This is an optimization exercise on Yosys and OpenROAD, whose aim is small area, not a production implementation.
The RTL was checked by simulation tests, not by an equivalence proof against the original design.
Power is estimated from default activity; no workload was simulated.

run 1:
==> flow/design.v <==
module mc_fifo #(
    parameter int NUM_CHANNELS      = 4,
    parameter int BUFFER_SIZE       = 16,
    parameter int DATA_WIDTH        = 32,
    parameter int ALMOST_FULL_LEVEL = 14,
    localparam int LEVEL_WIDTH      = $clog2(BUFFER_SIZE + 1)
) (
    input  logic                                clock,
    input  logic                                rst_n,
    input  logic [NUM_CHANNELS*DATA_WIDTH-1:0]  data_in,
    input  logic [NUM_CHANNELS-1:0]             data_in_valid,
    output logic [NUM_CHANNELS-1:0]             data_in_full,
    output logic [NUM_CHANNELS-1:0]             data_in_almost_full,
    output logic [NUM_CHANNELS*DATA_WIDTH-1:0]  data_out,
    output logic [NUM_CHANNELS-1:0]             data_out_valid,
    input  logic [NUM_CHANNELS-1:0]             data_out_ack,
    input  logic [NUM_CHANNELS-1:0]             flush,
    output logic [NUM_CHANNELS*LEVEL_WIDTH-1:0] level,
    output logic [NUM_CHANNELS-1:0]             overflow
);
    localparam logic [LEVEL_WIDTH-1:0] LVL_FULL = LEVEL_WIDTH'(BUFFER_SIZE);
    localparam logic [LEVEL_WIDTH-1:0] LVL_AF   = LEVEL_WIDTH'(ALMOST_FULL_LEVEL);
    localparam bit                     LVL_POW2 = (BUFFER_SIZE == (1 << (LEVEL_WIDTH - 1)));
    for (genvar c = 0; c < NUM_CHANNELS; c++) begin : g_ch
        logic [DATA_WIDTH-1:0]  mem [BUFFER_SIZE];
        logic [LEVEL_WIDTH-1:0] lvl_q;
        logic [LEVEL_WIDTH-1:0] lvl_d;
        logic                   ovf_q;
        logic                   full;
        logic                   valid;
        logic                   push;
        logic                   pop;
        logic [BUFFER_SIZE-1:0] sel;
        logic [DATA_WIDTH-1:0]  head;
        if (LVL_POW2) begin : g_full_top
            assign full = lvl_q[LEVEL_WIDTH-1];
        end else begin : g_full_cmp
            assign full = (lvl_q == LVL_FULL);
        end
        assign valid = (lvl_q != '0);
        assign push = data_in_valid[c] & ~full & ~flush[c];
        assign pop  = valid & data_out_ack[c] & ~flush[c];
        logic                   up;
        logic                   dn;
        logic [LEVEL_WIDTH-1:0] cu;
        logic [LEVEL_WIDTH-1:0] cd;
        assign up = push & ~pop;
        assign dn = pop & ~push;
        always_comb begin
            cu[0] = up;
            cd[0] = dn;
            for (int i = 1; i < LEVEL_WIDTH; i++) begin
                cu[i] = cu[i-1] & lvl_q[i-1];
                cd[i] = cd[i-1] & ~lvl_q[i-1];
            end
            if (flush[c])
                lvl_d = '0;
            else
                lvl_d = lvl_q ^ (cu | cd);
        end
        always_ff @(posedge clock or negedge rst_n) begin
            if (!rst_n) begin
                lvl_q <= '0;
                ovf_q <= 1'b0;
            end else begin
                lvl_q <= lvl_d;
                if (flush[c])
                    ovf_q <= 1'b0;
                else if (data_in_valid[c] && full)
                    ovf_q <= 1'b1;
            end
        end
        always_ff @(posedge clock) begin
            if (push) begin
                mem[0] <= data_in[c*DATA_WIDTH +: DATA_WIDTH];
                for (int i = 1; i < BUFFER_SIZE; i++)
                    mem[i] <= mem[i-1];
            end
        end
        mc_fifo_dec #(
            .BUFFER_SIZE(BUFFER_SIZE),
            .LEVEL_WIDTH(LEVEL_WIDTH)
        ) u_dec (
            .lvl(lvl_q),
            .sel(sel)
        );
        for (genvar b = 0; b < DATA_WIDTH; b++) begin : g_bit
            logic [BUFFER_SIZE-1:0] col;
            for (genvar i = 0; i < BUFFER_SIZE; i++) begin : g_row
                assign col[i] = mem[i][b];
            end
            mc_fifo_ohmux #(.N(BUFFER_SIZE)) u_mux (
                .sel(sel),
                .d  (col),
                .y  (head[b])
            );
        end
        assign data_out[c*DATA_WIDTH +: DATA_WIDTH] = head;
        assign level[c*LEVEL_WIDTH +: LEVEL_WIDTH]  = lvl_q;
        assign data_in_full[c]                      = full;
        assign data_in_almost_full[c]               = (lvl_q >= LVL_AF);
        assign data_out_valid[c]                    = valid;
        assign overflow[c]                          = ovf_q;
    end
endmodule
module mc_fifo_dec #(
    parameter int BUFFER_SIZE = 16,
    parameter int LEVEL_WIDTH = 5
) (
    input  logic [LEVEL_WIDTH-1:0] lvl,
    output logic [BUFFER_SIZE-1:0] sel
);
    localparam bit POW2 = (BUFFER_SIZE == (1 << (LEVEL_WIDTH - 1)));
    if (POW2 && LEVEL_WIDTH == 5) begin : g_16
        logic [3:0] lo_n;
        logic [3:0] hi_n;
        mc_fifo_predec_n u_lo (.a(lvl[1:0]), .y_n(lo_n));
        mc_fifo_predec_n u_hi (.a(lvl[3:2]), .y_n(hi_n));
        for (genvar i = 0; i < BUFFER_SIZE - 1; i++) begin : g_row
            mc_fifo_nor2 u_nor (
                .a(lo_n[(i + 1) % 4]),
                .b(hi_n[(i + 1) / 4]),
                .y(sel[i])
            );
        end
        assign sel[BUFFER_SIZE-1] = lvl[LEVEL_WIDTH-1];
    end else if (POW2) begin : g_pow2
        always_comb begin
            for (int i = 0; i < BUFFER_SIZE - 1; i++)
                sel[i] = (lvl[LEVEL_WIDTH-2:0] == (LEVEL_WIDTH-1)'(i + 1));
            sel[BUFFER_SIZE-1] = lvl[LEVEL_WIDTH-1];
        end
    end else begin : g_any
        always_comb
            for (int i = 0; i < BUFFER_SIZE; i++)
                sel[i] = (lvl == LEVEL_WIDTH'(i + 1));
    end
endmodule
module mc_fifo_ohmux #(
    parameter int N = 16
) (
    input  logic [N-1:0] sel,
    input  logic [N-1:0] d,
    output logic         y
);
    localparam int NF = N / 3;           
    localparam int NR = N - 3 * NF;      
    localparam int NG = NF + (NR != 0);  
    logic [NG-1:0] n;
    for (genvar g = 0; g < NF; g++) begin : g_grp
        mc_fifo_aoi222 u_aoi (
            .a0(sel[3*g]),   .b0(d[3*g]),
            .a1(sel[3*g+1]), .b1(d[3*g+1]),
            .a2(sel[3*g+2]), .b2(d[3*g+2]),
            .y (n[g])
        );
    end
    if (NR == 1) begin : g_r1
        mc_fifo_nand2 u_nand (.a(sel[N-1]), .b(d[N-1]), .y(n[NG-1]));
    end else if (NR == 2) begin : g_r2
        mc_fifo_aoi22 u_aoi (
            .a0(sel[N-2]), .b0(d[N-2]),
            .a1(sel[N-1]), .b1(d[N-1]),
            .y (n[NG-1])
        );
    end
    if (NG > 4) begin : g_wide
        logic rest;
        mc_fifo_and #(.W(NG - 3)) u_and (.a(n[NG-1:3]), .y(rest));
        mc_fifo_nand #(.W(4)) u_nand (.a({rest, n[2:0]}), .y(y));
    end else begin : g_narrow
        mc_fifo_nand #(.W(NG)) u_nand (.a(n), .y(y));
    end
endmodule
module mc_fifo_aoi222 (
    input  logic a0, b0, a1, b1, a2, b2,
    output logic y
);
    assign y = ~((a0 & b0) | (a1 & b1) | (a2 & b2));
endmodule
module mc_fifo_aoi22 (
    input  logic a0, b0, a1, b1,
    output logic y
);
    assign y = ~((a0 & b0) | (a1 & b1));
endmodule
module mc_fifo_nand2 (
    input  logic a, b,
    output logic y
);
    assign y = ~(a & b);
endmodule
module mc_fifo_and #(
    parameter int W = 2
) (
    input  logic [W-1:0] a,
    output logic         y
);
    assign y = &a;
endmodule
module mc_fifo_nand #(
    parameter int W = 2
) (
    input  logic [W-1:0] a,
    output logic         y
);
    assign y = ~&a;
endmodule
module mc_fifo_predec_n (
    input  logic [1:0] a,
    output logic [3:0] y_n
);
    for (genvar k = 0; k < 4; k++) begin : g_k
        mc_fifo_neq2 #(.K(k)) u_neq (.a(a), .y(y_n[k]));
    end
endmodule
module mc_fifo_neq2 #(
    parameter int K = 0
) (
    input  logic [1:0] a,
    output logic       y
);
    assign y = (a != 2'(K));
endmodule
module mc_fifo_nor2 (
    input  logic a, b,
    output logic y
);
    assign y = ~(a | b);
endmodule
Settings: LEC_CHECK=0, CAP_MARGIN=0, CORE_MARGIN=2, CORE_UTILIZATION=80, GPL_TIMING_DRIVEN=0, SLEW_MARGIN=0, SYNTH_HIERARCHICAL=1, SYNTH_MINIMUM_KEEP_SIZE=0; clock period 6.0 ns.
standard.sh (not shown) runs the stock make flow with config.mk's settings and CLKGATE_MAP_FILE= SYNTH_SCRIPT=/design/flow/synth_recipe.tcl, a recipe that flattens the netlist after the stock synthesis.
==> flow/flow/run.sh <==
#!/bin/bash
# Layout flow: the standard ORFS flow with three changes that only affect
# buffering:
#  - port buffers use the smallest buffer cell (every port still gets one);
#  - CTS uses small clock buffers with larger sink clusters, and inserts no
#    dummy loads.
# The full output of the flow goes to flow_standard.log in this folder; ORFS
# keeps each step's own log under orfs/logs.
set -euo pipefail
export BUFFER_PORTS_ARGS="-buffer_cell sky130_fd_sc_hd__buf_1"
export CTS_ARGS="-sink_clustering_enable -repair_clock_nets -dont_use_dummy_load -buf_list {sky130_fd_sc_hd__clkbuf_4} -sink_clustering_size 10 -sink_clustering_max_diameter 40"
bash standard.sh finish > flow_standard.log 2>&1
Setup changes, run 1 to run 2
# run 1
export LEC_CHECK = 0
export CAP_MARGIN = 0
export CORE_MARGIN = 2
export CORE_UTILIZATION = 80
export GPL_TIMING_DRIVEN = 0
export SLEW_MARGIN = 0
export SYNTH_HIERARCHICAL = 1
export SYNTH_MINIMUM_KEEP_SIZE = 0
create_clock -name core_clock -period 6.0 [get_ports {clock}]
# run 2
export LEC_CHECK = 0
export CAP_MARGIN = 20
export CORE_MARGIN = 2
export CORE_UTILIZATION = 80
export SLEW_MARGIN = 20
export SYNTH_HIERARCHICAL = 1
export SYNTH_MINIMUM_KEEP_SIZE = 0
create_clock -name core_clock -period 6.0 [get_ports {clock}]
diff --git a/flow/flow/run.sh b/flow/flow/run.sh
--- a/flow/flow/run.sh
+++ b/flow/flow/run.sh
@@ -9,4 +9,4 @@
 set -euo pipefail
 export BUFFER_PORTS_ARGS="-buffer_cell sky130_fd_sc_hd__buf_1"
-export CTS_ARGS="-sink_clustering_enable -repair_clock_nets -dont_use_dummy_load -buf_list {sky130_fd_sc_hd__clkbuf_4} -sink_clustering_size 10 -sink_clustering_max_diameter 40"
+export CTS_ARGS="-sink_clustering_enable -repair_clock_nets -dont_use_dummy_load -buf_list {sky130_fd_sc_hd__clkbuf_8} -sink_clustering_size 18 -sink_clustering_max_diameter 60"
 bash standard.sh finish > flow_standard.log 2>&1
==> summary.txt <==
Summary: with run 1 as the reference, via count in run 2 moved down by a few percent.
The flow did not stop early for run 2: all stages ran, and the layout cleared the timing, design-rule and antenna checks.
Every stage of the flow completed for run 1, and the final layout passed the timing, design-rule and antenna checks.
Of run 2 and run 1, run 1 shows the higher power, with run 2 below it.
Run 2 vs run 1 on design area: run 2 is the lower one.
diff inputs: run 2 => run 3
# run 2
export LEC_CHECK = 0
export CAP_MARGIN = 20
export CORE_MARGIN = 2
export CORE_UTILIZATION = 80
export SLEW_MARGIN = 20
export SYNTH_HIERARCHICAL = 1
export SYNTH_MINIMUM_KEEP_SIZE = 0
create_clock -name core_clock -period 6.0 [get_ports {clock}]
# run 3
export LEC_CHECK = 0
export CAP_MARGIN = 0
export CORE_MARGIN = 2
export CORE_UTILIZATION = 80
export SLEW_MARGIN = 0
export SYNTH_HIERARCHICAL = 1
export SYNTH_MINIMUM_KEEP_SIZE = 0
create_clock -name core_clock -period 6.0 [get_ports {clock}]
==> summary.txt <==
Growth of design area from synthesis to finish ends up lower on run 3. Classification of the worst-slack hold path = input port to async pin: run 3; classification of the worst-slack hold path = flop to flop: run 2. When run 3 is measured against run 2, its global-route track usage on met2 turns out 0.54 points lower. Non-clock buffer count (run 3 over run 2): decrease, 18. On pre-CTS setup slack, the higher figure sits with run 2, not run 3. Run 3 vs. run 2: overall power of the completed layout now sits at about the same level; relative area of non-clock buffer cells in the final design now sits lower; number of global-route vias before repair grew by 0.36%; slew of the pin with the lowest slew margin grew by 0.13 ns.
The following lists how run 4 was set up differently from run 3:
diff --git a/flow/flow/run.sh b/flow/flow/run.sh
--- a/flow/flow/run.sh
+++ b/flow/flow/run.sh
@@ -9,4 +9,4 @@
 set -euo pipefail
 export BUFFER_PORTS_ARGS="-buffer_cell sky130_fd_sc_hd__buf_1"
-export CTS_ARGS="-sink_clustering_enable -repair_clock_nets -dont_use_dummy_load -buf_list {sky130_fd_sc_hd__clkbuf_8} -sink_clustering_size 18 -sink_clustering_max_diameter 60"
+export CTS_ARGS="-sink_clustering_enable -repair_clock_nets -dont_use_dummy_load -buf_list {sky130_fd_sc_hd__clkbuf_4} -sink_clustering_size 10 -sink_clustering_max_diameter 40"
 bash standard.sh finish > flow_standard.log 2>&1
Taking run 3 as the reference, in run 4 internal reg-to-reg setup slack fell by 0.03 ns; total power saw a decrease; iteration-0 DRC count of the detailed router fell 133; effective utilization at floorplan has remained practically unchanged. Going from run 3 to run 4, the met3 wirelength from detailed routing was found to have gone down by 0.54%.

[afterwards: timing with drivers on the ports]
The results above use ideal ports. As a check the final layouts listed here were re-extracted and re-timed, cells and wires unchanged. Step 1 assumes that a clkbuf_16 drives the clock port and a buf_2 every other input. Step 2, shift: input delay + t, output delay - t, t = (earliest + latest rising clock arrival at the registers) / 2. This alone moves slack from input paths to output paths. Slacks: no drivers / after step 1 / after step 2; pairs: no drivers / after step 1.
run	shift t [ns]	slack for setup (ns)	worst setup path after step 2	worst slew at a driven data input, ns	cell pins on the clock port's net
run 1	1.188	1.002 / 0.932 / 2.010	input to register	0.28	1
run 2	0.911	0.995 / 0.922 / 1.833	register to output	0.24	1
run 3	0.923	0.975 / 0.901 / 1.824	register to output	0.24	1
run 4	1.221	0.728 / 0.655 / 1.876	register to output	0.24	1
After both steps setup and hold are still met in every run listed.
